Source: an optimization exercise on an open RTL-to-GDS flow (aim: small area, a short achievable clock period and few clock cycles per item). Production flows keep margins and buffers that such runs may drop. Only the layout flow was run in this run; the RTL was not checked for function there.

==> flow/design.v <==
`default_nettype none
package brm_pkg;
   localparam int IN_W      = 16;
   localparam int PRODUCT_W = 32;
   localparam int MAG_W     = 31;
   localparam int CFG_W     = 5;
   localparam logic [CFG_W-1:0] CFG_RESET = 5'd16;
   localparam logic [CFG_W-1:0] MIN_WIDTH = 5'd2;
   localparam int ROUNDS_PER_STAGE = 2;
endpackage
`default_nettype wire
`default_nettype none
module booth_radix2_multiplier_core #(
   parameter int MAX_WIDTH = 16
) (
   input  logic                      clock,
   input  logic                      reset,
   input  logic                          req_valid,
   output logic                          req_ready,
   input  logic [brm_pkg::IN_W-1:0]      req_multiplicand_bits,
   input  logic [brm_pkg::IN_W-1:0]      req_multiplier_bits,
   output logic                          rsp_valid,
   input  logic                          rsp_ready,
   output logic [brm_pkg::PRODUCT_W-1:0] rsp_product_bits,
   output logic                          rsp_negative,
   output logic [brm_pkg::MAG_W-1:0]     rsp_magnitude,
   input  logic                      csr_write_enable,
   input  logic [brm_pkg::CFG_W-1:0] csr_write_data
);
   logic [15:0] wm, wtop;
   logic [31:0] pmask;
   logic [15:2] wm_ff;
   logic [15:2] wm_in;
   always_comb begin
      for (int i = 2; i < 16; i++) begin
         wm_in[i] = (csr_write_data > 5'(i));
      end
   end
   always_ff @(posedge clock) begin
      if (reset) begin
         wm_ff <= '1;
      end else if (csr_write_enable) begin
         wm_ff <= wm_in;
      end
   end
   assign wm = {wm_ff, 2'b11};
   assign wtop = wm & ~(wm >> 1);
   always_comb begin
      for (int i = 0; i < 16; i++) begin
         pmask[2*i]   = wm[i];
         pmask[2*i+1] = wm[i];
      end
   end
   logic        en;
   logic        req_sa, req_sb;
   logic [15:0] ax;
   logic [7:0] one;
   logic [7:0] two;
   logic [7:0] neg;
   logic ng;
   logic [15:0] ax_c;
   logic [15:0] bx_c;
   logic [7:0] one_c;
   logic [7:0] two_c;
   logic [7:0] neg_c;
   logic ng_c;
   logic sx_c;
   logic bl_c;
   assign req_sa = |(req_multiplicand_bits & wtop);
   assign req_sb = |(req_multiplier_bits & wtop);
   assign req_ready = en;
   logic        op_v;
   logic [15:0] ax_q;
   logic [7:0] one_q;
   logic [7:0] two_q;
   logic [7:0] neg_q;
   logic ng_q;
   always_ff @(posedge clock) begin
      if (reset) begin
         op_v <= 1'b0;
      end else if (en) begin
         op_v <= req_valid;
      end
   end
   always_ff @(posedge clock) begin
      if (en) begin
         ax_q <= ax_c;
         one_q <= one_c;
         two_q <= two_c;
         neg_q <= neg_c;
         ng_q <= ng_c;
      end
   end
   assign ax = ax_q;
   assign one = one_q;
   assign two = two_q;
   assign neg = neg_q;
   assign ng = ng_q;
   always_comb begin
      for (int j = 0; j < 16; j++) begin
         ax_c[j] = wm[j] ? req_multiplicand_bits[j] : req_sa;
         bx_c[j] = wm[j] ? req_multiplier_bits[j] : req_sb;
      end
      sx_c = req_sa ^ req_sb;
      ng_c = sx_c & (|(req_multiplicand_bits & wm)) & (|(req_multiplier_bits & wm));
      for (int i = 0; i < 8; i++) begin
         bl_c = (i == 0) ? 1'b0 : bx_c[2*i-1];
         one_c[i] = bx_c[2*i] ^ bl_c;
         two_c[i] = (bx_c[2*i+1] & ~bx_c[2*i] & ~bl_c) | (~bx_c[2*i+1] & bx_c[2*i] & bl_c);
         neg_c[i] = bx_c[2*i+1] ^ sx_c;
      end
   end
   wire pp1 = (one[0] & ax[0]) ^ neg[0];
   wire pp2 = ((one[0] & ax[1]) | (two[0] & ax[0])) ^ neg[0];
   wire pp3 = ((one[0] & ax[2]) | (two[0] & ax[1])) ^ neg[0];
   wire pp4 = ((one[0] & ax[3]) | (two[0] & ax[2])) ^ neg[0];
   wire pp5 = ((one[0] & ax[4]) | (two[0] & ax[3])) ^ neg[0];
   wire pp6 = ((one[0] & ax[5]) | (two[0] & ax[4])) ^ neg[0];
   wire pp7 = ((one[0] & ax[6]) | (two[0] & ax[5])) ^ neg[0];
   wire pp8 = ((one[0] & ax[7]) | (two[0] & ax[6])) ^ neg[0];
   wire pp9 = ((one[0] & ax[8]) | (two[0] & ax[7])) ^ neg[0];
   wire pp10 = ((one[0] & ax[9]) | (two[0] & ax[8])) ^ neg[0];
   wire pp11 = ((one[0] & ax[10]) | (two[0] & ax[9])) ^ neg[0];
   wire pp12 = ((one[0] & ax[11]) | (two[0] & ax[10])) ^ neg[0];
   wire pp13 = ((one[0] & ax[12]) | (two[0] & ax[11])) ^ neg[0];
   wire pp14 = ((one[0] & ax[13]) | (two[0] & ax[12])) ^ neg[0];
   wire pp15 = ((one[0] & ax[14]) | (two[0] & ax[13])) ^ neg[0];
   wire pp16 = ((one[0] & ax[15]) | (two[0] & ax[14])) ^ neg[0];
   wire pp17 = ((one[0] & ax[15]) | (two[0] & ax[15])) ^ neg[0];
   wire ns18 = ~pp17;
   wire pp19 = (one[1] & ax[0]) ^ neg[1];
   wire pp20 = ((one[1] & ax[1]) | (two[1] & ax[0])) ^ neg[1];
   wire pp21 = ((one[1] & ax[2]) | (two[1] & ax[1])) ^ neg[1];
   wire pp22 = ((one[1] & ax[3]) | (two[1] & ax[2])) ^ neg[1];
   wire pp23 = ((one[1] & ax[4]) | (two[1] & ax[3])) ^ neg[1];
   wire pp24 = ((one[1] & ax[5]) | (two[1] & ax[4])) ^ neg[1];
   wire pp25 = ((one[1] & ax[6]) | (two[1] & ax[5])) ^ neg[1];
   wire pp26 = ((one[1] & ax[7]) | (two[1] & ax[6])) ^ neg[1];
   wire pp27 = ((one[1] & ax[8]) | (two[1] & ax[7])) ^ neg[1];
   wire pp28 = ((one[1] & ax[9]) | (two[1] & ax[8])) ^ neg[1];
   wire pp29 = ((one[1] & ax[10]) | (two[1] & ax[9])) ^ neg[1];
   wire pp30 = ((one[1] & ax[11]) | (two[1] & ax[10])) ^ neg[1];
   wire pp31 = ((one[1] & ax[12]) | (two[1] & ax[11])) ^ neg[1];
   wire pp32 = ((one[1] & ax[13]) | (two[1] & ax[12])) ^ neg[1];
   wire pp33 = ((one[1] & ax[14]) | (two[1] & ax[13])) ^ neg[1];
   wire pp34 = ((one[1] & ax[15]) | (two[1] & ax[14])) ^ neg[1];
   wire pp35 = ((one[1] & ax[15]) | (two[1] & ax[15])) ^ neg[1];
   wire ns36 = ~pp35;
   wire pp37 = (one[2] & ax[0]) ^ neg[2];
   wire pp38 = ((one[2] & ax[1]) | (two[2] & ax[0])) ^ neg[2];
   wire pp39 = ((one[2] & ax[2]) | (two[2] & ax[1])) ^ neg[2];
   wire pp40 = ((one[2] & ax[3]) | (two[2] & ax[2])) ^ neg[2];
   wire pp41 = ((one[2] & ax[4]) | (two[2] & ax[3])) ^ neg[2];
   wire pp42 = ((one[2] & ax[5]) | (two[2] & ax[4])) ^ neg[2];
   wire pp43 = ((one[2] & ax[6]) | (two[2] & ax[5])) ^ neg[2];
   wire pp44 = ((one[2] & ax[7]) | (two[2] & ax[6])) ^ neg[2];
   wire pp45 = ((one[2] & ax[8]) | (two[2] & ax[7])) ^ neg[2];
   wire pp46 = ((one[2] & ax[9]) | (two[2] & ax[8])) ^ neg[2];
   wire pp47 = ((one[2] & ax[10]) | (two[2] & ax[9])) ^ neg[2];
   wire pp48 = ((one[2] & ax[11]) | (two[2] & ax[10])) ^ neg[2];
   wire pp49 = ((one[2] & ax[12]) | (two[2] & ax[11])) ^ neg[2];
   wire pp50 = ((one[2] & ax[13]) | (two[2] & ax[12])) ^ neg[2];
   wire pp51 = ((one[2] & ax[14]) | (two[2] & ax[13])) ^ neg[2];
   wire pp52 = ((one[2] & ax[15]) | (two[2] & ax[14])) ^ neg[2];
   wire pp53 = ((one[2] & ax[15]) | (two[2] & ax[15])) ^ neg[2];
   wire ns54 = ~pp53;
   wire pp55 = (one[3] & ax[0]) ^ neg[3];
   wire pp56 = ((one[3] & ax[1]) | (two[3] & ax[0])) ^ neg[3];
   wire pp57 = ((one[3] & ax[2]) | (two[3] & ax[1])) ^ neg[3];
   wire pp58 = ((one[3] & ax[3]) | (two[3] & ax[2])) ^ neg[3];
   wire pp59 = ((one[3] & ax[4]) | (two[3] & ax[3])) ^ neg[3];
   wire pp60 = ((one[3] & ax[5]) | (two[3] & ax[4])) ^ neg[3];
   wire pp61 = ((one[3] & ax[6]) | (two[3] & ax[5])) ^ neg[3];
   wire pp62 = ((one[3] & ax[7]) | (two[3] & ax[6])) ^ neg[3];
   wire pp63 = ((one[3] & ax[8]) | (two[3] & ax[7])) ^ neg[3];
   wire pp64 = ((one[3] & ax[9]) | (two[3] & ax[8])) ^ neg[3];
   wire pp65 = ((one[3] & ax[10]) | (two[3] & ax[9])) ^ neg[3];
   wire pp66 = ((one[3] & ax[11]) | (two[3] & ax[10])) ^ neg[3];
   wire pp67 = ((one[3] & ax[12]) | (two[3] & ax[11])) ^ neg[3];
   wire pp68 = ((one[3] & ax[13]) | (two[3] & ax[12])) ^ neg[3];
   wire pp69 = ((one[3] & ax[14]) | (two[3] & ax[13])) ^ neg[3];
   wire pp70 = ((one[3] & ax[15]) | (two[3] & ax[14])) ^ neg[3];
   wire pp71 = ((one[3] & ax[15]) | (two[3] & ax[15])) ^ neg[3];
   wire ns72 = ~pp71;
   wire pp73 = (one[4] & ax[0]) ^ neg[4];
   wire pp74 = ((one[4] & ax[1]) | (two[4] & ax[0])) ^ neg[4];
   wire pp75 = ((one[4] & ax[2]) | (two[4] & ax[1])) ^ neg[4];
   wire pp76 = ((one[4] & ax[3]) | (two[4] & ax[2])) ^ neg[4];
   wire pp77 = ((one[4] & ax[4]) | (two[4] & ax[3])) ^ neg[4];
   wire pp78 = ((one[4] & ax[5]) | (two[4] & ax[4])) ^ neg[4];
   wire pp79 = ((one[4] & ax[6]) | (two[4] & ax[5])) ^ neg[4];
   wire pp80 = ((one[4] & ax[7]) | (two[4] & ax[6])) ^ neg[4];
   wire pp81 = ((one[4] & ax[8]) | (two[4] & ax[7])) ^ neg[4];
   wire pp82 = ((one[4] & ax[9]) | (two[4] & ax[8])) ^ neg[4];
   wire pp83 = ((one[4] & ax[10]) | (two[4] & ax[9])) ^ neg[4];
   wire pp84 = ((one[4] & ax[11]) | (two[4] & ax[10])) ^ neg[4];
   wire pp85 = ((one[4] & ax[12]) | (two[4] & ax[11])) ^ neg[4];
   wire pp86 = ((one[4] & ax[13]) | (two[4] & ax[12])) ^ neg[4];
   wire pp87 = ((one[4] & ax[14]) | (two[4] & ax[13])) ^ neg[4];
   wire pp88 = ((one[4] & ax[15]) | (two[4] & ax[14])) ^ neg[4];
   wire pp89 = ((one[4] & ax[15]) | (two[4] & ax[15])) ^ neg[4];
   wire ns90 = ~pp89;
   wire pp91 = (one[5] & ax[0]) ^ neg[5];
   wire pp92 = ((one[5] & ax[1]) | (two[5] & ax[0])) ^ neg[5];
   wire pp93 = ((one[5] & ax[2]) | (two[5] & ax[1])) ^ neg[5];
   wire pp94 = ((one[5] & ax[3]) | (two[5] & ax[2])) ^ neg[5];
   wire pp95 = ((one[5] & ax[4]) | (two[5] & ax[3])) ^ neg[5];
   wire pp96 = ((one[5] & ax[5]) | (two[5] & ax[4])) ^ neg[5];
   wire pp97 = ((one[5] & ax[6]) | (two[5] & ax[5])) ^ neg[5];
   wire pp98 = ((one[5] & ax[7]) | (two[5] & ax[6])) ^ neg[5];
   wire pp99 = ((one[5] & ax[8]) | (two[5] & ax[7])) ^ neg[5];
   wire pp100 = ((one[5] & ax[9]) | (two[5] & ax[8])) ^ neg[5];
   wire pp101 = ((one[5] & ax[10]) | (two[5] & ax[9])) ^ neg[5];
   wire pp102 = ((one[5] & ax[11]) | (two[5] & ax[10])) ^ neg[5];
   wire pp103 = ((one[5] & ax[12]) | (two[5] & ax[11])) ^ neg[5];
   wire pp104 = ((one[5] & ax[13]) | (two[5] & ax[12])) ^ neg[5];
   wire pp105 = ((one[5] & ax[14]) | (two[5] & ax[13])) ^ neg[5];
   wire pp106 = ((one[5] & ax[15]) | (two[5] & ax[14])) ^ neg[5];
   wire pp107 = ((one[5] & ax[15]) | (two[5] & ax[15])) ^ neg[5];
   wire ns108 = ~pp107;
   wire pp109 = (one[6] & ax[0]) ^ neg[6];
   wire pp110 = ((one[6] & ax[1]) | (two[6] & ax[0])) ^ neg[6];
   wire pp111 = ((one[6] & ax[2]) | (two[6] & ax[1])) ^ neg[6];
   wire pp112 = ((one[6] & ax[3]) | (two[6] & ax[2])) ^ neg[6];
   wire pp113 = ((one[6] & ax[4]) | (two[6] & ax[3])) ^ neg[6];
   wire pp114 = ((one[6] & ax[5]) | (two[6] & ax[4])) ^ neg[6];
   wire pp115 = ((one[6] & ax[6]) | (two[6] & ax[5])) ^ neg[6];
   wire pp116 = ((one[6] & ax[7]) | (two[6] & ax[6])) ^ neg[6];
   wire pp117 = ((one[6] & ax[8]) | (two[6] & ax[7])) ^ neg[6];
   wire pp118 = ((one[6] & ax[9]) | (two[6] & ax[8])) ^ neg[6];
   wire pp119 = ((one[6] & ax[10]) | (two[6] & ax[9])) ^ neg[6];
   wire pp120 = ((one[6] & ax[11]) | (two[6] & ax[10])) ^ neg[6];
   wire pp121 = ((one[6] & ax[12]) | (two[6] & ax[11])) ^ neg[6];
   wire pp122 = ((one[6] & ax[13]) | (two[6] & ax[12])) ^ neg[6];
   wire pp123 = ((one[6] & ax[14]) | (two[6] & ax[13])) ^ neg[6];
   wire pp124 = ((one[6] & ax[15]) | (two[6] & ax[14])) ^ neg[6];
   wire pp125 = ((one[6] & ax[15]) | (two[6] & ax[15])) ^ neg[6];
   wire ns126 = ~pp125;
   wire pp127 = (one[7] & ax[0]) ^ neg[7];
   wire pp128 = ((one[7] & ax[1]) | (two[7] & ax[0])) ^ neg[7];
   wire pp129 = ((one[7] & ax[2]) | (two[7] & ax[1])) ^ neg[7];
   wire pp130 = ((one[7] & ax[3]) | (two[7] & ax[2])) ^ neg[7];
   wire pp131 = ((one[7] & ax[4]) | (two[7] & ax[3])) ^ neg[7];
   wire pp132 = ((one[7] & ax[5]) | (two[7] & ax[4])) ^ neg[7];
   wire pp133 = ((one[7] & ax[6]) | (two[7] & ax[5])) ^ neg[7];
   wire pp134 = ((one[7] & ax[7]) | (two[7] & ax[6])) ^ neg[7];
   wire pp135 = ((one[7] & ax[8]) | (two[7] & ax[7])) ^ neg[7];
   wire pp136 = ((one[7] & ax[9]) | (two[7] & ax[8])) ^ neg[7];
   wire pp137 = ((one[7] & ax[10]) | (two[7] & ax[9])) ^ neg[7];
   wire pp138 = ((one[7] & ax[11]) | (two[7] & ax[10])) ^ neg[7];
   wire pp139 = ((one[7] & ax[12]) | (two[7] & ax[11])) ^ neg[7];
   wire pp140 = ((one[7] & ax[13]) | (two[7] & ax[12])) ^ neg[7];
   wire pp141 = ((one[7] & ax[14]) | (two[7] & ax[13])) ^ neg[7];
   wire pp142 = ((one[7] & ax[15]) | (two[7] & ax[14])) ^ neg[7];
   wire pp143 = ((one[7] & ax[15]) | (two[7] & ax[15])) ^ neg[7];
   wire ns144 = ~pp143;
   wire u145 = one[7] & ax[0];
   wire un146 = u145 | neg[7];
   wire nu147 = ~u145;
   wire nun148 = ~un146;
   wire s149 = pp9 ^ pp25;
   wire c150 = pp9 & pp25;
   wire s151 = pp10 ^ pp26;
   wire c152 = pp10 & pp26;
   wire s153 = pp11 ^ pp27 ^ pp43;
   wire c154 = (pp11 & pp27) | (pp43 & (pp11 ^ pp27));
   wire s155 = pp59 ^ pp75;
   wire c156 = pp59 & pp75;
   wire s157 = pp12 ^ pp28 ^ pp44;
   wire c158 = (pp12 & pp28) | (pp44 & (pp12 ^ pp28));
   wire s159 = pp60 ^ pp76;
   wire c160 = pp60 & pp76;
   wire s161 = pp13 ^ pp29 ^ pp45;
   wire c162 = (pp13 & pp29) | (pp45 & (pp13 ^ pp29));
   wire s163 = pp61 ^ pp77 ^ pp93;
   wire c164 = (pp61 & pp77) | (pp93 & (pp61 ^ pp77));
   wire s165 = pp109 ^ neg[6];
   wire c166 = pp109 & neg[6];
   wire s167 = pp14 ^ pp30 ^ pp46;
   wire c168 = (pp14 & pp30) | (pp46 & (pp14 ^ pp30));
   wire s169 = pp62 ^ pp78 ^ pp94;
   wire c170 = (pp62 & pp78) | (pp94 & (pp62 ^ pp78));
   wire s171 = pp110 ^ 1'b1;
   wire c172 = pp110 & 1'b1;
   wire s173 = pp15 ^ pp31 ^ pp47;
   wire c174 = (pp15 & pp31) | (pp47 & (pp15 ^ pp31));
   wire s175 = pp63 ^ pp79 ^ pp95;
   wire c176 = (pp63 & pp79) | (pp95 & (pp63 ^ pp79));
   wire s177 = pp111 ^ nu147;
   wire c178 = pp111 & nu147;
   wire s179 = pp16 ^ pp32 ^ pp48;
   wire c180 = (pp16 & pp32) | (pp48 & (pp16 ^ pp32));
   wire s181 = pp64 ^ pp80 ^ pp96;
   wire c182 = (pp64 & pp80) | (pp96 & (pp64 ^ pp80));
   wire s183 = pp112 ^ pp128 ^ nun148;
   wire c184 = (pp112 & pp128) | (nun148 & (pp112 ^ pp128));
   wire s185 = ns18 ^ pp33 ^ pp49;
   wire c186 = (ns18 & pp33) | (pp49 & (ns18 ^ pp33));
   wire s187 = pp65 ^ pp81 ^ pp97;
   wire c188 = (pp65 & pp81) | (pp97 & (pp65 ^ pp81));
   wire s189 = pp113 ^ pp129 ^ un146;
   wire c190 = (pp113 & pp129) | (un146 & (pp113 ^ pp129));
   wire s191 = pp34 ^ pp50 ^ pp66;
   wire c192 = (pp34 & pp50) | (pp66 & (pp34 ^ pp50));
   wire s193 = pp82 ^ pp98 ^ pp114;
   wire c194 = (pp82 & pp98) | (pp114 & (pp82 ^ pp98));
   wire s195 = pp130 ^ 1'b1;
   wire c196 = pp130 & 1'b1;
   wire s197 = ns36 ^ pp51 ^ pp67;
   wire c198 = (ns36 & pp51) | (pp67 & (ns36 ^ pp51));
   wire s199 = pp83 ^ pp99 ^ pp115;
   wire c200 = (pp83 & pp99) | (pp115 & (pp83 ^ pp99));
   wire s201 = pp52 ^ pp68 ^ pp84;
   wire c202 = (pp52 & pp68) | (pp84 & (pp52 ^ pp68));
   wire s203 = pp100 ^ pp116;
   wire c204 = pp100 & pp116;
   wire s205 = ns54 ^ pp69 ^ pp85;
   wire c206 = (ns54 & pp69) | (pp85 & (ns54 ^ pp69));
   wire s207 = pp70 ^ pp86;
   wire c208 = pp70 & pp86;
   wire s209 = pp5 ^ pp21;
   wire c210 = pp5 & pp21;
   wire s211 = pp6 ^ pp22;
   wire c212 = pp6 & pp22;
   wire s213 = pp7 ^ pp23 ^ pp39;
   wire c214 = (pp7 & pp23) | (pp39 & (pp7 ^ pp23));
   wire s215 = pp55 ^ neg[3];
   wire c216 = pp55 & neg[3];
   wire s217 = pp8 ^ pp24 ^ pp40;
   wire c218 = (pp8 & pp24) | (pp40 & (pp8 ^ pp24));
   wire s219 = pp56 ^ 1'b1;
   wire c220 = pp56 & 1'b1;
   wire s221 = s149 ^ pp41 ^ pp57;
   wire c222 = (s149 & pp41) | (pp57 & (s149 ^ pp41));
   wire s223 = pp73 ^ neg[4] ^ 1'b1;
   wire c224 = (pp73 & neg[4]) | (1'b1 & (pp73 ^ neg[4]));
   wire s225 = s151 ^ pp42 ^ pp58;
   wire c226 = (s151 & pp42) | (pp58 & (s151 ^ pp42));
   wire s227 = pp74 ^ 1'b1 ^ c150;
   wire c228 = (pp74 & 1'b1) | (c150 & (pp74 ^ 1'b1));
   wire s229 = s153 ^ s155 ^ pp91;
   wire c230 = (s153 & s155) | (pp91 & (s153 ^ s155));
   wire s231 = neg[5] ^ 1'b1 ^ c152;
   wire c232 = (neg[5] & 1'b1) | (c152 & (neg[5] ^ 1'b1));
   wire s233 = s157 ^ s159 ^ pp92;
   wire c234 = (s157 & s159) | (pp92 & (s157 ^ s159));
   wire s235 = 1'b1 ^ c154 ^ c156;
   wire c236 = (1'b1 & c154) | (c156 & (1'b1 ^ c154));
   wire s237 = s161 ^ s163 ^ s165;
   wire c238 = (s161 & s163) | (s165 & (s161 ^ s163));
   wire s239 = 1'b1 ^ c158 ^ c160;
   wire c240 = (1'b1 & c158) | (c160 & (1'b1 ^ c158));
   wire s241 = s167 ^ s169 ^ s171;
   wire c242 = (s167 & s169) | (s171 & (s167 ^ s169));
   wire s243 = c162 ^ c164 ^ c166;
   wire c244 = (c162 & c164) | (c166 & (c162 ^ c164));
   wire s245 = s173 ^ s175 ^ s177;
   wire c246 = (s173 & s175) | (s177 & (s173 ^ s175));
   wire s247 = c168 ^ c170 ^ c172;
   wire c248 = (c168 & c170) | (c172 & (c168 ^ c170));
   wire s249 = s179 ^ s181 ^ s183;
   wire c250 = (s179 & s181) | (s183 & (s179 ^ s181));
   wire s251 = c174 ^ c176 ^ c178;
   wire c252 = (c174 & c176) | (c178 & (c174 ^ c176));
   wire s253 = s185 ^ s187 ^ s189;
   wire c254 = (s185 & s187) | (s189 & (s185 ^ s187));
   wire s255 = c180 ^ c182 ^ c184;
   wire c256 = (c180 & c182) | (c184 & (c180 ^ c182));
   wire s257 = s191 ^ s193 ^ s195;
   wire c258 = (s191 & s193) | (s195 & (s191 ^ s193));
   wire s259 = c186 ^ c188 ^ c190;
   wire c260 = (c186 & c188) | (c190 & (c186 ^ c188));
   wire s261 = s197 ^ s199 ^ pp131;
   wire c262 = (s197 & s199) | (pp131 & (s197 ^ s199));
   wire s263 = c192 ^ c194 ^ c196;
   wire c264 = (c192 & c194) | (c196 & (c192 ^ c194));
   wire s265 = s201 ^ s203 ^ pp132;
   wire c266 = (s201 & s203) | (pp132 & (s201 ^ s203));
   wire s267 = 1'b1 ^ c198 ^ c200;
   wire c268 = (1'b1 & c198) | (c200 & (1'b1 ^ c198));
   wire s269 = s205 ^ pp101 ^ pp117;
   wire c270 = (s205 & pp101) | (pp117 & (s205 ^ pp101));
   wire s271 = pp133 ^ c202 ^ c204;
   wire c272 = (pp133 & c202) | (c204 & (pp133 ^ c202));
   wire s273 = s207 ^ pp102 ^ pp118;
   wire c274 = (s207 & pp102) | (pp118 & (s207 ^ pp102));
   wire s275 = pp134 ^ 1'b1 ^ c206;
   wire c276 = (pp134 & 1'b1) | (c206 & (pp134 ^ 1'b1));
   wire s277 = ns72 ^ pp87 ^ pp103;
   wire c278 = (ns72 & pp87) | (pp103 & (ns72 ^ pp87));
   wire s279 = pp119 ^ pp135 ^ c208;
   wire c280 = (pp119 & pp135) | (c208 & (pp119 ^ pp135));
   wire s281 = pp88 ^ pp104 ^ pp120;
   wire c282 = (pp88 & pp104) | (pp120 & (pp88 ^ pp104));
   wire s283 = pp136 ^ 1'b1;
   wire c284 = pp136 & 1'b1;
   wire s285 = ns90 ^ pp105 ^ pp121;
   wire c286 = (ns90 & pp105) | (pp121 & (ns90 ^ pp105));
   wire s287 = pp106 ^ pp122;
   wire c288 = pp106 & pp122;
   wire s289 = pp3 ^ pp19;
   wire c290 = pp3 & pp19;
   wire s291 = pp4 ^ pp20;
   wire c292 = pp4 & pp20;
   wire s293 = s209 ^ pp37 ^ neg[2];
   wire c294 = (s209 & pp37) | (neg[2] & (s209 ^ pp37));
   wire s295 = s211 ^ pp38 ^ 1'b1;
   wire c296 = (s211 & pp38) | (1'b1 & (s211 ^ pp38));
   wire s297 = s213 ^ s215 ^ 1'b1;
   wire c298 = (s213 & s215) | (1'b1 & (s213 ^ s215));
   wire s299 = s217 ^ s219 ^ c214;
   wire c300 = (s217 & s219) | (c214 & (s217 ^ s219));
   wire s301 = s221 ^ s223 ^ c218;
   wire c302 = (s221 & s223) | (c218 & (s221 ^ s223));
   wire s303 = s225 ^ s227 ^ c222;
   wire c304 = (s225 & s227) | (c222 & (s225 ^ s227));
   wire s305 = s229 ^ s231 ^ c226;
   wire c306 = (s229 & s231) | (c226 & (s229 ^ s231));
   wire s307 = s233 ^ s235 ^ c230;
   wire c308 = (s233 & s235) | (c230 & (s233 ^ s235));
   wire s309 = s237 ^ s239 ^ c234;
   wire c310 = (s237 & s239) | (c234 & (s237 ^ s239));
   wire s311 = s241 ^ s243 ^ c238;
   wire c312 = (s241 & s243) | (c238 & (s241 ^ s243));
   wire s313 = s245 ^ s247 ^ c242;
   wire c314 = (s245 & s247) | (c242 & (s245 ^ s247));
   wire s315 = s249 ^ s251 ^ c246;
   wire c316 = (s249 & s251) | (c246 & (s249 ^ s251));
   wire s317 = s253 ^ s255 ^ c250;
   wire c318 = (s253 & s255) | (c250 & (s253 ^ s255));
   wire s319 = s257 ^ s259 ^ c254;
   wire c320 = (s257 & s259) | (c254 & (s257 ^ s259));
   wire s321 = s261 ^ s263 ^ c258;
   wire c322 = (s261 & s263) | (c258 & (s261 ^ s263));
   wire s323 = s265 ^ s267 ^ c262;
   wire c324 = (s265 & s267) | (c262 & (s265 ^ s267));
   wire s325 = s269 ^ s271 ^ c266;
   wire c326 = (s269 & s271) | (c266 & (s269 ^ s271));
   wire s327 = s273 ^ s275 ^ c270;
   wire c328 = (s273 & s275) | (c270 & (s273 ^ s275));
   wire s329 = s277 ^ s279 ^ c274;
   wire c330 = (s277 & s279) | (c274 & (s277 ^ s279));
   wire s331 = s281 ^ s283 ^ c278;
   wire c332 = (s281 & s283) | (c278 & (s281 ^ s283));
   wire s333 = s285 ^ pp137 ^ c282;
   wire c334 = (s285 & pp137) | (c282 & (s285 ^ pp137));
   wire s335 = s287 ^ pp138 ^ 1'b1;
   wire c336 = (s287 & pp138) | (1'b1 & (s287 ^ pp138));
   wire s337 = ns108 ^ pp123 ^ pp139;
   wire c338 = (ns108 & pp123) | (pp139 & (ns108 ^ pp123));
   wire s339 = pp124 ^ pp140;
   wire c340 = pp124 & pp140;
   wire s341 = pp1 ^ neg[0];
   wire c342 = pp1 & neg[0];
   wire s343 = pp2 ^ 1'b1;
   wire c344 = pp2 & 1'b1;
   wire s345 = s289 ^ neg[1] ^ 1'b1;
   wire c346 = (s289 & neg[1]) | (1'b1 & (s289 ^ neg[1]));
   wire s347 = s291 ^ 1'b1 ^ c290;
   wire c348 = (s291 & 1'b1) | (c290 & (s291 ^ 1'b1));
   wire s349 = s293 ^ 1'b1 ^ c292;
   wire c350 = (s293 & 1'b1) | (c292 & (s293 ^ 1'b1));
   wire s351 = s295 ^ c210 ^ c294;
   wire c352 = (s295 & c210) | (c294 & (s295 ^ c210));
   wire s353 = s297 ^ c212 ^ c296;
   wire c354 = (s297 & c212) | (c296 & (s297 ^ c212));
   wire s355 = s299 ^ c216 ^ c298;
   wire c356 = (s299 & c216) | (c298 & (s299 ^ c216));
   wire s357 = s301 ^ c220 ^ c300;
   wire c358 = (s301 & c220) | (c300 & (s301 ^ c220));
   wire s359 = s303 ^ c224 ^ c302;
   wire c360 = (s303 & c224) | (c302 & (s303 ^ c224));
   wire s361 = s305 ^ c228 ^ c304;
   wire c362 = (s305 & c228) | (c304 & (s305 ^ c228));
   wire s363 = s307 ^ c232 ^ c306;
   wire c364 = (s307 & c232) | (c306 & (s307 ^ c232));
   wire s365 = s309 ^ c236 ^ c308;
   wire c366 = (s309 & c236) | (c308 & (s309 ^ c236));
   wire s367 = s311 ^ c240 ^ c310;
   wire c368 = (s311 & c240) | (c310 & (s311 ^ c240));
   wire s369 = s313 ^ c244 ^ c312;
   wire c370 = (s313 & c244) | (c312 & (s313 ^ c244));
   wire s371 = s315 ^ c248 ^ c314;
   wire c372 = (s315 & c248) | (c314 & (s315 ^ c248));
   wire s373 = s317 ^ c252 ^ c316;
   wire c374 = (s317 & c252) | (c316 & (s317 ^ c252));
   wire s375 = s319 ^ c256 ^ c318;
   wire c376 = (s319 & c256) | (c318 & (s319 ^ c256));
   wire s377 = s321 ^ c260 ^ c320;
   wire c378 = (s321 & c260) | (c320 & (s321 ^ c260));
   wire s379 = s323 ^ c264 ^ c322;
   wire c380 = (s323 & c264) | (c322 & (s323 ^ c264));
   wire s381 = s325 ^ c268 ^ c324;
   wire c382 = (s325 & c268) | (c324 & (s325 ^ c268));
   wire s383 = s327 ^ c272 ^ c326;
   wire c384 = (s327 & c272) | (c326 & (s327 ^ c272));
   wire s385 = s329 ^ c276 ^ c328;
   wire c386 = (s329 & c276) | (c328 & (s329 ^ c276));
   wire s387 = s331 ^ c280 ^ c330;
   wire c388 = (s331 & c280) | (c330 & (s331 ^ c280));
   wire s389 = s333 ^ c284 ^ c332;
   wire c390 = (s333 & c284) | (c332 & (s333 ^ c284));
   wire s391 = s335 ^ c286 ^ c334;
   wire c392 = (s335 & c286) | (c334 & (s335 ^ c286));
   wire s393 = s337 ^ c288 ^ c336;
   wire c394 = (s337 & c288) | (c336 & (s337 ^ c288));
   wire s395 = s339 ^ 1'b1 ^ c338;
   wire c396 = (s339 & 1'b1) | (c338 & (s339 ^ 1'b1));
   wire s397 = ns126 ^ pp141 ^ c340;
   wire c398 = (ns126 & pp141) | (c340 & (ns126 ^ pp141));
   wire s399 = pp142 ^ 1'b1;
   wire c400 = pp142 & 1'b1;
   wire p401 = ~s341;
   wire p402 = s343 ^ c342;
   wire g403 = s343 & c342;
   wire p404 = s345 ^ c344;
   wire g405 = s345 & c344;
   wire p406 = s347 ^ c346;
   wire g407 = s347 & c346;
   wire p408 = s349 ^ c348;
   wire g409 = s349 & c348;
   wire p410 = s351 ^ c350;
   wire g411 = s351 & c350;
   wire p412 = s353 ^ c352;
   wire g413 = s353 & c352;
   wire p414 = s355 ^ c354;
   wire g415 = s355 & c354;
   wire p416 = s357 ^ c356;
   wire g417 = s357 & c356;
   wire p418 = s359 ^ c358;
   wire g419 = s359 & c358;
   wire p420 = s361 ^ c360;
   wire g421 = s361 & c360;
   wire p422 = s363 ^ c362;
   wire g423 = s363 & c362;
   wire p424 = s365 ^ c364;
   wire g425 = s365 & c364;
   wire p426 = s367 ^ c366;
   wire g427 = s367 & c366;
   wire p428 = s369 ^ c368;
   wire g429 = s369 & c368;
   wire p430 = s371 ^ c370;
   wire g431 = s371 & c370;
   wire p432 = s373 ^ c372;
   wire g433 = s373 & c372;
   wire p434 = s375 ^ c374;
   wire g435 = s375 & c374;
   wire p436 = s377 ^ c376;
   wire g437 = s377 & c376;
   wire p438 = s379 ^ c378;
   wire g439 = s379 & c378;
   wire p440 = s381 ^ c380;
   wire g441 = s381 & c380;
   wire p442 = s383 ^ c382;
   wire g443 = s383 & c382;
   wire p444 = s385 ^ c384;
   wire g445 = s385 & c384;
   wire p446 = s387 ^ c386;
   wire g447 = s387 & c386;
   wire p448 = s389 ^ c388;
   wire g449 = s389 & c388;
   wire p450 = s391 ^ c390;
   wire g451 = s391 & c390;
   wire p452 = s393 ^ c392;
   wire g453 = s393 & c392;
   wire p454 = s395 ^ c394;
   wire g455 = s395 & c394;
   wire p456 = s397 ^ c396;
   wire g457 = s397 & c396;
   wire p458 = s399 ^ c398;
   wire g459 = s399 & c398;
   wire p460 = ns144 ^ c400;
   wire g461 = ns144 & c400;
   wire t462 = mid_0 | mid_31;
   wire t463 = mid_1 | mid_32;
   wire t464 = mid_2 | mid_33;
   wire t465 = mid_3 | mid_34;
   wire t466 = mid_4 | mid_35;
   wire t467 = mid_5 | mid_36;
   wire t468 = mid_6 | mid_37;
   wire t469 = mid_7 | mid_38;
   wire t470 = mid_8 | mid_39;
   wire t471 = mid_9 | mid_40;
   wire t472 = mid_10 | mid_41;
   wire t473 = mid_11 | mid_42;
   wire t474 = mid_12 | mid_43;
   wire t475 = mid_13 | mid_44;
   wire t476 = mid_14 | mid_45;
   wire t477 = mid_15 | mid_46;
   wire t478 = mid_16 | mid_47;
   wire t479 = mid_17 | mid_48;
   wire t480 = mid_18 | mid_49;
   wire t481 = mid_19 | mid_50;
   wire t482 = mid_20 | mid_51;
   wire t483 = mid_21 | mid_52;
   wire t484 = mid_22 | mid_53;
   wire t485 = mid_23 | mid_54;
   wire t486 = mid_24 | mid_55;
   wire t487 = mid_25 | mid_56;
   wire t488 = mid_26 | mid_57;
   wire t489 = mid_27 | mid_58;
   wire t490 = mid_28 | mid_59;
   wire t491 = mid_29 | mid_60;
   wire t492 = mid_30 | mid_61;
   wire G493 = mid_32 | (t463 & mid_31);
   wire T494 = t463 & t462;
   wire G495 = mid_34 | (t465 & mid_33);
   wire T496 = t465 & t464;
   wire G497 = mid_36 | (t467 & mid_35);
   wire T498 = t467 & t466;
   wire G499 = mid_38 | (t469 & mid_37);
   wire T500 = t469 & t468;
   wire G501 = mid_40 | (t471 & mid_39);
   wire T502 = t471 & t470;
   wire G503 = mid_42 | (t473 & mid_41);
   wire T504 = t473 & t472;
   wire G505 = mid_44 | (t475 & mid_43);
   wire T506 = t475 & t474;
   wire G507 = mid_46 | (t477 & mid_45);
   wire T508 = t477 & t476;
   wire G509 = mid_48 | (t479 & mid_47);
   wire T510 = t479 & t478;
   wire G511 = mid_50 | (t481 & mid_49);
   wire T512 = t481 & t480;
   wire G513 = mid_52 | (t483 & mid_51);
   wire T514 = t483 & t482;
   wire G515 = mid_54 | (t485 & mid_53);
   wire T516 = t485 & t484;
   wire G517 = mid_56 | (t487 & mid_55);
   wire T518 = t487 & t486;
   wire G519 = mid_58 | (t489 & mid_57);
   wire T520 = t489 & t488;
   wire G521 = mid_60 | (t491 & mid_59);
   wire T522 = t491 & t490;
   wire G523 = 1'b1 & mid_61;
   wire T524 = 1'b1 & t492;
   wire G525 = mid_33 | (t464 & G493);
   wire T526 = t464 & T494;
   wire G527 = G495 | (T496 & G493);
   wire T528 = T496 & T494;
   wire G529 = mid_37 | (t468 & G497);
   wire T530 = t468 & T498;
   wire G531 = G499 | (T500 & G497);
   wire T532 = T500 & T498;
   wire G533 = mid_41 | (t472 & G501);
   wire T534 = t472 & T502;
   wire G535 = G503 | (T504 & G501);
   wire T536 = T504 & T502;
   wire G537 = mid_45 | (t476 & G505);
   wire T538 = t476 & T506;
   wire G539 = G507 | (T508 & G505);
   wire T540 = T508 & T506;
   wire G541 = mid_49 | (t480 & G509);
   wire T542 = t480 & T510;
   wire G543 = G511 | (T512 & G509);
   wire T544 = T512 & T510;
   wire G545 = mid_53 | (t484 & G513);
   wire T546 = t484 & T514;
   wire G547 = G515 | (T516 & G513);
   wire T548 = T516 & T514;
   wire G549 = mid_57 | (t488 & G517);
   wire T550 = t488 & T518;
   wire G551 = G519 | (T520 & G517);
   wire T552 = T520 & T518;
   wire G553 = mid_61 | (t492 & G521);
   wire T554 = t492 & T522;
   wire G555 = G523 | (T524 & G521);
   wire T556 = T524 & T522;
   wire G557 = mid_35 | (t466 & G527);
   wire T558 = t466 & T528;
   wire G559 = G497 | (T498 & G527);
   wire T560 = T498 & T528;
   wire G561 = G529 | (T530 & G527);
   wire T562 = T530 & T528;
   wire G563 = G531 | (T532 & G527);
   wire T564 = T532 & T528;
   wire G565 = mid_43 | (t474 & G535);
   wire T566 = t474 & T536;
   wire G567 = G505 | (T506 & G535);
   wire T568 = T506 & T536;
   wire G569 = G537 | (T538 & G535);
   wire T570 = T538 & T536;
   wire G571 = G539 | (T540 & G535);
   wire T572 = T540 & T536;
   wire G573 = mid_51 | (t482 & G543);
   wire T574 = t482 & T544;
   wire G575 = G513 | (T514 & G543);
   wire T576 = T514 & T544;
   wire G577 = G545 | (T546 & G543);
   wire T578 = T546 & T544;
   wire G579 = G547 | (T548 & G543);
   wire T580 = T548 & T544;
   wire G581 = mid_59 | (t490 & G551);
   wire T582 = t490 & T552;
   wire G583 = G521 | (T522 & G551);
   wire T584 = T522 & T552;
   wire G585 = G553 | (T554 & G551);
   wire T586 = T554 & T552;
   wire G587 = G555 | (T556 & G551);
   wire T588 = T556 & T552;
   wire G589 = mid_39 | (t470 & G563);
   wire T590 = t470 & T564;
   wire G591 = G501 | (T502 & G563);
   wire T592 = T502 & T564;
   wire G593 = G533 | (T534 & G563);
   wire T594 = T534 & T564;
   wire G595 = G535 | (T536 & G563);
   wire T596 = T536 & T564;
   wire G597 = G565 | (T566 & G563);
   wire T598 = T566 & T564;
   wire G599 = G567 | (T568 & G563);
   wire T600 = T568 & T564;
   wire G601 = G569 | (T570 & G563);
   wire T602 = T570 & T564;
   wire G603 = G571 | (T572 & G563);
   wire T604 = T572 & T564;
   wire G605 = mid_55 | (t486 & G579);
   wire T606 = t486 & T580;
   wire G607 = G517 | (T518 & G579);
   wire T608 = T518 & T580;
   wire G609 = G549 | (T550 & G579);
   wire T610 = T550 & T580;
   wire G611 = G551 | (T552 & G579);
   wire T612 = T552 & T580;
   wire G613 = G581 | (T582 & G579);
   wire T614 = T582 & T580;
   wire G615 = G583 | (T584 & G579);
   wire T616 = T584 & T580;
   wire G617 = G585 | (T586 & G579);
   wire T618 = T586 & T580;
   wire G619 = G587 | (T588 & G579);
   wire T620 = T588 & T580;
   wire G621 = mid_47 | (t478 & G603);
   wire T622 = t478 & T604;
   wire G623 = G509 | (T510 & G603);
   wire T624 = T510 & T604;
   wire G625 = G541 | (T542 & G603);
   wire T626 = T542 & T604;
   wire G627 = G543 | (T544 & G603);
   wire T628 = T544 & T604;
   wire G629 = G573 | (T574 & G603);
   wire T630 = T574 & T604;
   wire G631 = G575 | (T576 & G603);
   wire T632 = T576 & T604;
   wire G633 = G577 | (T578 & G603);
   wire T634 = T578 & T604;
   wire G635 = G579 | (T580 & G603);
   wire T636 = T580 & T604;
   wire G637 = G605 | (T606 & G603);
   wire T638 = T606 & T604;
   wire G639 = G607 | (T608 & G603);
   wire T640 = T608 & T604;
   wire G641 = G609 | (T610 & G603);
   wire T642 = T610 & T604;
   wire G643 = G611 | (T612 & G603);
   wire T644 = T612 & T604;
   wire G645 = G613 | (T614 & G603);
   wire T646 = T614 & T604;
   wire G647 = G615 | (T616 & G603);
   wire T648 = T616 & T604;
   wire G649 = G617 | (T618 & G603);
   wire T650 = T618 & T604;
   wire G651 = G619 | (T620 & G603);
   wire T652 = T620 & T604;
   logic mid_v;
   logic mid_0;
   logic mid_1;
   logic mid_2;
   logic mid_3;
   logic mid_4;
   logic mid_5;
   logic mid_6;
   logic mid_7;
   logic mid_8;
   logic mid_9;
   logic mid_10;
   logic mid_11;
   logic mid_12;
   logic mid_13;
   logic mid_14;
   logic mid_15;
   logic mid_16;
   logic mid_17;
   logic mid_18;
   logic mid_19;
   logic mid_20;
   logic mid_21;
   logic mid_22;
   logic mid_23;
   logic mid_24;
   logic mid_25;
   logic mid_26;
   logic mid_27;
   logic mid_28;
   logic mid_29;
   logic mid_30;
   logic mid_31;
   logic mid_32;
   logic mid_33;
   logic mid_34;
   logic mid_35;
   logic mid_36;
   logic mid_37;
   logic mid_38;
   logic mid_39;
   logic mid_40;
   logic mid_41;
   logic mid_42;
   logic mid_43;
   logic mid_44;
   logic mid_45;
   logic mid_46;
   logic mid_47;
   logic mid_48;
   logic mid_49;
   logic mid_50;
   logic mid_51;
   logic mid_52;
   logic mid_53;
   logic mid_54;
   logic mid_55;
   logic mid_56;
   logic mid_57;
   logic mid_58;
   logic mid_59;
   logic mid_60;
   logic mid_61;
   logic mid_62;
   always_ff @(posedge clock) begin
      if (reset) begin
         mid_v <= 1'b0;
      end else if (en) begin
         mid_v <= op_v;
      end
   end
   always_ff @(posedge clock) begin
      if (en) begin
         mid_0 <= p401;
         mid_1 <= p402;
         mid_2 <= p404;
         mid_3 <= p406;
         mid_4 <= p408;
         mid_5 <= p410;
         mid_6 <= p412;
         mid_7 <= p414;
         mid_8 <= p416;
         mid_9 <= p418;
         mid_10 <= p420;
         mid_11 <= p422;
         mid_12 <= p424;
         mid_13 <= p426;
         mid_14 <= p428;
         mid_15 <= p430;
         mid_16 <= p432;
         mid_17 <= p434;
         mid_18 <= p436;
         mid_19 <= p438;
         mid_20 <= p440;
         mid_21 <= p442;
         mid_22 <= p444;
         mid_23 <= p446;
         mid_24 <= p448;
         mid_25 <= p450;
         mid_26 <= p452;
         mid_27 <= p454;
         mid_28 <= p456;
         mid_29 <= p458;
         mid_30 <= p460;
         mid_31 <= s341;
         mid_32 <= g403;
         mid_33 <= g405;
         mid_34 <= g407;
         mid_35 <= g409;
         mid_36 <= g411;
         mid_37 <= g413;
         mid_38 <= g415;
         mid_39 <= g417;
         mid_40 <= g419;
         mid_41 <= g421;
         mid_42 <= g423;
         mid_43 <= g425;
         mid_44 <= g427;
         mid_45 <= g429;
         mid_46 <= g431;
         mid_47 <= g433;
         mid_48 <= g435;
         mid_49 <= g437;
         mid_50 <= g439;
         mid_51 <= g441;
         mid_52 <= g443;
         mid_53 <= g445;
         mid_54 <= g447;
         mid_55 <= g449;
         mid_56 <= g451;
         mid_57 <= g453;
         mid_58 <= g455;
         mid_59 <= g457;
         mid_60 <= g459;
         mid_61 <= g461;
         mid_62 <= ng;
      end
   end
   logic [31:0] prod_w;
   logic [30:0] mag_w;
   assign prod_w = {(mid_62 ? ~(1'b1 ^ G649) : (1'b1 ^ (G649 | T650))), (mid_62 ? ~(mid_30 ^ G647) : (mid_30 ^ (G647 | T648))), (mid_62 ? ~(mid_29 ^ G645) : (mid_29 ^ (G645 | T646))), (mid_62 ? ~(mid_28 ^ G643) : (mid_28 ^ (G643 | T644))), (mid_62 ? ~(mid_27 ^ G641) : (mid_27 ^ (G641 | T642))), (mid_62 ? ~(mid_26 ^ G639) : (mid_26 ^ (G639 | T640))), (mid_62 ? ~(mid_25 ^ G637) : (mid_25 ^ (G637 | T638))), (mid_62 ? ~(mid_24 ^ G635) : (mid_24 ^ (G635 | T636))), (mid_62 ? ~(mid_23 ^ G633) : (mid_23 ^ (G633 | T634))), (mid_62 ? ~(mid_22 ^ G631) : (mid_22 ^ (G631 | T632))), (mid_62 ? ~(mid_21 ^ G629) : (mid_21 ^ (G629 | T630))), (mid_62 ? ~(mid_20 ^ G627) : (mid_20 ^ (G627 | T628))), (mid_62 ? ~(mid_19 ^ G625) : (mid_19 ^ (G625 | T626))), (mid_62 ? ~(mid_18 ^ G623) : (mid_18 ^ (G623 | T624))), (mid_62 ? ~(mid_17 ^ G621) : (mid_17 ^ (G621 | T622))), (mid_62 ? ~(mid_16 ^ G603) : (mid_16 ^ (G603 | T604))), (mid_62 ? ~(mid_15 ^ G601) : (mid_15 ^ (G601 | T602))), (mid_62 ? ~(mid_14 ^ G599) : (mid_14 ^ (G599 | T600))), (mid_62 ? ~(mid_13 ^ G597) : (mid_13 ^ (G597 | T598))), (mid_62 ? ~(mid_12 ^ G595) : (mid_12 ^ (G595 | T596))), (mid_62 ? ~(mid_11 ^ G593) : (mid_11 ^ (G593 | T594))), (mid_62 ? ~(mid_10 ^ G591) : (mid_10 ^ (G591 | T592))), (mid_62 ? ~(mid_9 ^ G589) : (mid_9 ^ (G589 | T590))), (mid_62 ? ~(mid_8 ^ G563) : (mid_8 ^ (G563 | T564))), (mid_62 ? ~(mid_7 ^ G561) : (mid_7 ^ (G561 | T562))), (mid_62 ? ~(mid_6 ^ G559) : (mid_6 ^ (G559 | T560))), (mid_62 ? ~(mid_5 ^ G557) : (mid_5 ^ (G557 | T558))), (mid_62 ? ~(mid_4 ^ G527) : (mid_4 ^ (G527 | T528))), (mid_62 ? ~(mid_3 ^ G525) : (mid_3 ^ (G525 | T526))), (mid_62 ? ~(mid_2 ^ G493) : (mid_2 ^ (G493 | T494))), (mid_62 ? ~(mid_1 ^ mid_31) : (mid_1 ^ (mid_31 | t462))), (mid_62 ? ~mid_0 : ~mid_0)} & pmask;
   assign mag_w  = {(mid_30 ^ (G647 | T648)), (mid_29 ^ (G645 | T646)), (mid_28 ^ (G643 | T644)), (mid_27 ^ (G641 | T642)), (mid_26 ^ (G639 | T640)), (mid_25 ^ (G637 | T638)), (mid_24 ^ (G635 | T636)), (mid_23 ^ (G633 | T634)), (mid_22 ^ (G631 | T632)), (mid_21 ^ (G629 | T630)), (mid_20 ^ (G627 | T628)), (mid_19 ^ (G625 | T626)), (mid_18 ^ (G623 | T624)), (mid_17 ^ (G621 | T622)), (mid_16 ^ (G603 | T604)), (mid_15 ^ (G601 | T602)), (mid_14 ^ (G599 | T600)), (mid_13 ^ (G597 | T598)), (mid_12 ^ (G595 | T596)), (mid_11 ^ (G593 | T594)), (mid_10 ^ (G591 | T592)), (mid_9 ^ (G589 | T590)), (mid_8 ^ (G563 | T564)), (mid_7 ^ (G561 | T562)), (mid_6 ^ (G559 | T560)), (mid_5 ^ (G557 | T558)), (mid_4 ^ (G527 | T528)), (mid_3 ^ (G525 | T526)), (mid_2 ^ (G493 | T494)), (mid_1 ^ (mid_31 | t462)), ~mid_0};
   assign en               = !mid_v || rsp_ready;
   assign rsp_valid        = mid_v;
   assign rsp_product_bits = prod_w;
   assign rsp_magnitude    = mag_w;
   assign rsp_negative     = mid_62;
endmodule
`default_nettype wire
==> flow/run.sh <==
#!/bin/bash
# synth_recipe.tcl (not shown) runs the flow's synth.tcl, then flattens the netlist and writes it again
# the make line also repeats each setting of config.mk as NAME=value (left out here)
make -C /OpenROAD-flow-scripts/flow DESIGN_CONFIG=/design/flow/config.mk WORK_HOME=/design/flow/orfs CLKGATE_MAP_FILE= SYNTH_SCRIPT=/design/flow/synth_recipe.tcl finish
==> flow/config.mk <==
export PLATFORM = sky130hd
export DESIGN_NAME = booth_radix2_multiplier_core
export DESIGN_NICKNAME = booth_radix2_multiplier_core
export VERILOG_FILES = /design/flow/design.v
export SDC_FILE = /design/flow/constraint.sdc
export NUM_CORES = 4
export LEC_CHECK = 0
export ABC_CLOCK_PERIOD_IN_PS = 3600
export CAP_MARGIN = 20
export CORE_MARGIN = 2
export CORE_UTILIZATION = 40
export PLACE_DENSITY = 0.6
export SETUP_SLACK_MARGIN = 3.6
export SLEW_MARGIN = 20
==> flow/constraint.sdc <==
create_clock -name core_clock -period 7.2 [get_ports {clock}]
set_input_delay 1.4400 -clock core_clock [delete_from_list [all_inputs] [get_ports {clock}]]
set_output_delay 1.4400 -clock core_clock [all_outputs]
set_load 0.01 [all_outputs]
==> key figures <==
Die
  – IO Pins: 108
  – Chip height: around 180 microns
  – Starting Density: 40.4%
  – Row count: 65
  – Die Wd: 182 microns
  – DIE AREA: 0.0330 sq mm
  – Core Area: roughly 0.031 sq mm

Setup path
  – Crit path arrival time: 2.93 ns
  – Critical path capture point type: output pin
  – R2R cell count: 11
  – Worst path slowest cell: edfxtp_1
  – Setup crit start kind: flip-flop
  – Critical Path RT: about 5.8 ns
  – WP depth: 10
  – Buf+Inv Stages, Crit Path: 2
  – CP peak stage delay: 0.42 ns
  – Crit-path cells: nor2_2 > or3b_4 > and3_4 > o21a_4 > a31oi_4 > a221oi_2 > buf_4 > mux2i_2 > mux2i_1 > buf_2
  – Crit-path leading delay family: simple AND/OR/NAND/NOR gates
  – WS Path Type: flip-flop to output pin
  – Top fanout value on the critical path: 5

Timing
  – Hold Vio Cnt, Final: 0
  – Unrepaired setup endpoints after global routing: yes
  – Final period util: 60.7%
  – Fin. max-slew vios: 0
  – Worst clock skew: 0.0151 ns
  – Setup_tns: 0 ns
  – Max_slew headroom: 45.2%
  – F_max: 0.229 GHz
  – Setup-failing EPs final: 0
  – Worst Tran Pin Value: 0.821 ns
  – Minimum clock period: 4.37 ns

Logic synthesis
  – Sequential fraction of the synthesis area: 27.2%
  – Largest family of logic cells by synthesized area: adder cells
  – Mux cell area share after synthesis: 3.87%
  – Flops & latches, synth: 120
  – Ys Warns: 1
  – Share of the synthesized area in the top cell type: 24.7%
  – Synth Area in Compound Gates: between 10% and 20%
  – Post-synth EDFFs: between 100 and 150
  – Simple-gate share of the synthesized area: 9.42%
  – Syn Area/Cell: 9.42 sq um
  – Syn Inst Count: 1,342
  – Post-synthesis async set-or-reset flop share: 0%
  – Mapped Area: 0.0126 sq mm
  – Largest area contributor in the netlist: edfxtp_1
  – Top cells by area, synth: edfxtp_1 25%, fa_1 14%, xnor2_1 8.0%
  – Post-synthesis adder-cell area fraction: 19.6%
  – Post-synth cell types: 82
  – Ys flop type: edfxtp_1
  – Syn nets: 1,529
  – Post-Synth XOR/XNOR Area: 13.6%

Placed design
  – Count of port buffers added during placement: about 110
  – Inst Count DP: about 1,700
  – GPL Wtd Cong: 0.885
  – DP HPWL: 24.9 mm
  – Placed cell area: about 0.014 sq mm

Final layout
  – Share of post-route cells with drive strength above 1: 36.6%
  – Fin cells: about 2,000
  – Antenna cells: 0
  – Design area: 0.0178 sq mm
  – Nets: 1,799
  – Final Util: 56.9%
  – Area Overhead vs Synth: 41.0%

Drt
  – Via count: approximately 11,000
  – Remaining antenna violation count: 0
  – Total Wirelength: 41.2 mm
  – Wire per inst: 20.3 microns
  – Initial DRC Count: 1,045
  – Drt first pass iters: 5
  – Drc violations: 0
  – Vias/cell: 5.66

Clocking
  – CTS buffer count: 17
  – CTS tree: yes
  – Worst skew pair latency: approximately 0.45 ns
  – Clk buf depth: 2
  – Root Driver: clkbuf_16
  – CTS Sinks: 120
  – H-tree levels: 4
  – Clk slew on worst S/H paths: approximately 0.060 ns

Run
  – Max-Cap Viols: 0

Worst hold path
  – Min-delay worst type: flip-flop to flip-flop
  – Hold-critical path depth: 0

Global route
  – Overall routing resource usage: 23.9%
  – First-pass GRT wire length: 61.7 mm
  – Congestion Overflow GR: 0
  – Vias in the first global route: 11,100
  – Initial antenna violation count: 1
  – Largest net degree at the start of global routing: 64

Outcome
  – Status: no timing/DRC/antenna violations
[area by class of cell]
| type | count | area (sq um) |
|---|---|---|
| multi-input cells | 956 | 9390 |
| well taps | 402 | 503 |
| repair buffers | 370 | 3360 |
| clock inverters | 13 | 105 |
| inverters | 147 | 564 |
| clock buffers | 19 | 458 |
| flip-flops and latches | 120 | 3440 |
| fillers | 2528 | 13500 |
[worst reg2reg max path: cells and delay by family (launching register included)]
kind / cells / cell delay (ns)
buf+inv: 4 / 0.39
flops: 1 / 0.53
compound gates: 1 / 0.26
xor+xnor: 1 / 0.10
fa+ha+maj: 5 / 2.23
[cell families after synthesis]
logic type               count (synthesis)
AO/OA/AOI/OAI                          318
XOR/XNOR                               196
adder cells (fa/ha/maj)                145
buffers and inverters                  269
flip-flops                             120
multiplexers                            46
AND/OR/NAND/NOR                        248
[placed cells by master, fill, tap and decap left out, types with 22 or more instances in the layout]
master,n
ha_1,46
xor2_1,71
inv_1,131
edfxtp_1,104
buf_2,49
buf_6,49
a21oi_1,23
mux2i_1,22
nor2_1,39
buf_4,185
a22oi_2,50
a22oi_1,70
xnor2_1,98
fa_1,75
o21ai_0,34
buf_12,26
clkdlybuf4s50_1,45
nand2_1,87
[synthesized netlist by cell type (all sizes together), types with 3 or more instances]
| cell | instances |
|---|---|
| nand3 | 12 |
| nand3b | 3 |
| a21oi | 42 |
| a311oi | 4 |
| buf | 27 |
| a21o | 13 |
| o221ai | 4 |
| o22ai | 19 |
| o21bai | 8 |
| clkbuf | 95 |
| o211ai | 6 |
| nand2 | 93 |
| nor2b | 4 |
| a21boi | 4 |
| xor2 | 80 |
| nand2b | 21 |
| o2111ai | 3 |
| nand4 | 6 |
| a31oi | 6 |
| mux2 | 17 |
| or2 | 7 |
| o21a | 3 |
| edfxtp | 104 |
| nor2 | 43 |
| ha | 56 |
| mux2i | 29 |
| a22oi | 120 |
| and3 | 7 |
| fa | 89 |
| xnor2 | 116 |
| and2 | 17 |
| o21ai | 56 |
| nor3 | 22 |
| inv | 146 |
| a221oi | 3 |
| nor4 | 4 |
| dfxtp | 16 |
| a211oi | 6 |
[routing by layer]
metal | wire, microns | up-vias | global-route usage (%)
met1 | 17200 | 5559 | 32.8
met3 | 3490 | 128 | 4.83
met5 | 10 | - | 0
met2 | 19000 | 630 | 37.2
li1 | - | 5146 | -
met4 | 1480 | 2 | 9.07
[path summary, 6_finish.rpt]
path                                         start                   end  slack, ns
worst max-delay path               mid_6$_DFFE_PP_  rsp_product_bits[28]       2.83
worst max register to register  one_q[1]$_DFFE_PP_      mid_13$_DFFE_PP_       3.43
worst min-delay path                ng_q$_DFFE_PP_      mid_62$_DFFE_PP_       0.43
worst min register to register      ng_q$_DFFE_PP_      mid_62$_DFFE_PP_       0.43
[flip-flops by register name, indices dropped and copies added (netlist names), 8 cells and up]
signal  count
one_q       8
two_q       8
ax_q       16
wm_ff      14
neg_q       8
[metrics by stage]
step	hold WS, ns	setup WS, ns
global placement	0.409	2.64
finish	0.430	2.83
global route	0.432	2.72
CTS	0.428	2.84
detailed placement	0.412	2.65
floorplan	0.400	3.44
[repair_timing]
item | in CTS | in global routing
pin swaps | 135 | 141
hold buffers | 0 | 0
gates resized for setup | 361 | 153
endpoints found under the setup margin | 108 | 97
cloned | 5 | 1
buffers inserted | 201 | 56

re-timing with driven ports:
No port has a modelled driver above. Below, the same layout with a new extraction and two added sets of constraints.
Step 1 assumes that a clkbuf_16 drives the clock port and a buf_2 every other input.
Step 2 moves the port delays by t, midway between the first and last clock arrival at a register: inputs arrive t later, outputs are due t later. That takes back most of the time a late clock gives input paths.
Slacks: no drivers / after step 1 / after step 2; pairs: no drivers / after step 1.
t (ns): 0.483
setup WS [ns]: 2.827 / 2.785 / 3.237
worst setup path at the end: input to register
latest minus earliest clock arrival (ns): 0.015 / 0.015
After both steps this run still meets setup and hold. The setup slack of this run moves by -0.042 ns with the drivers and by +0.410 ns with both steps.
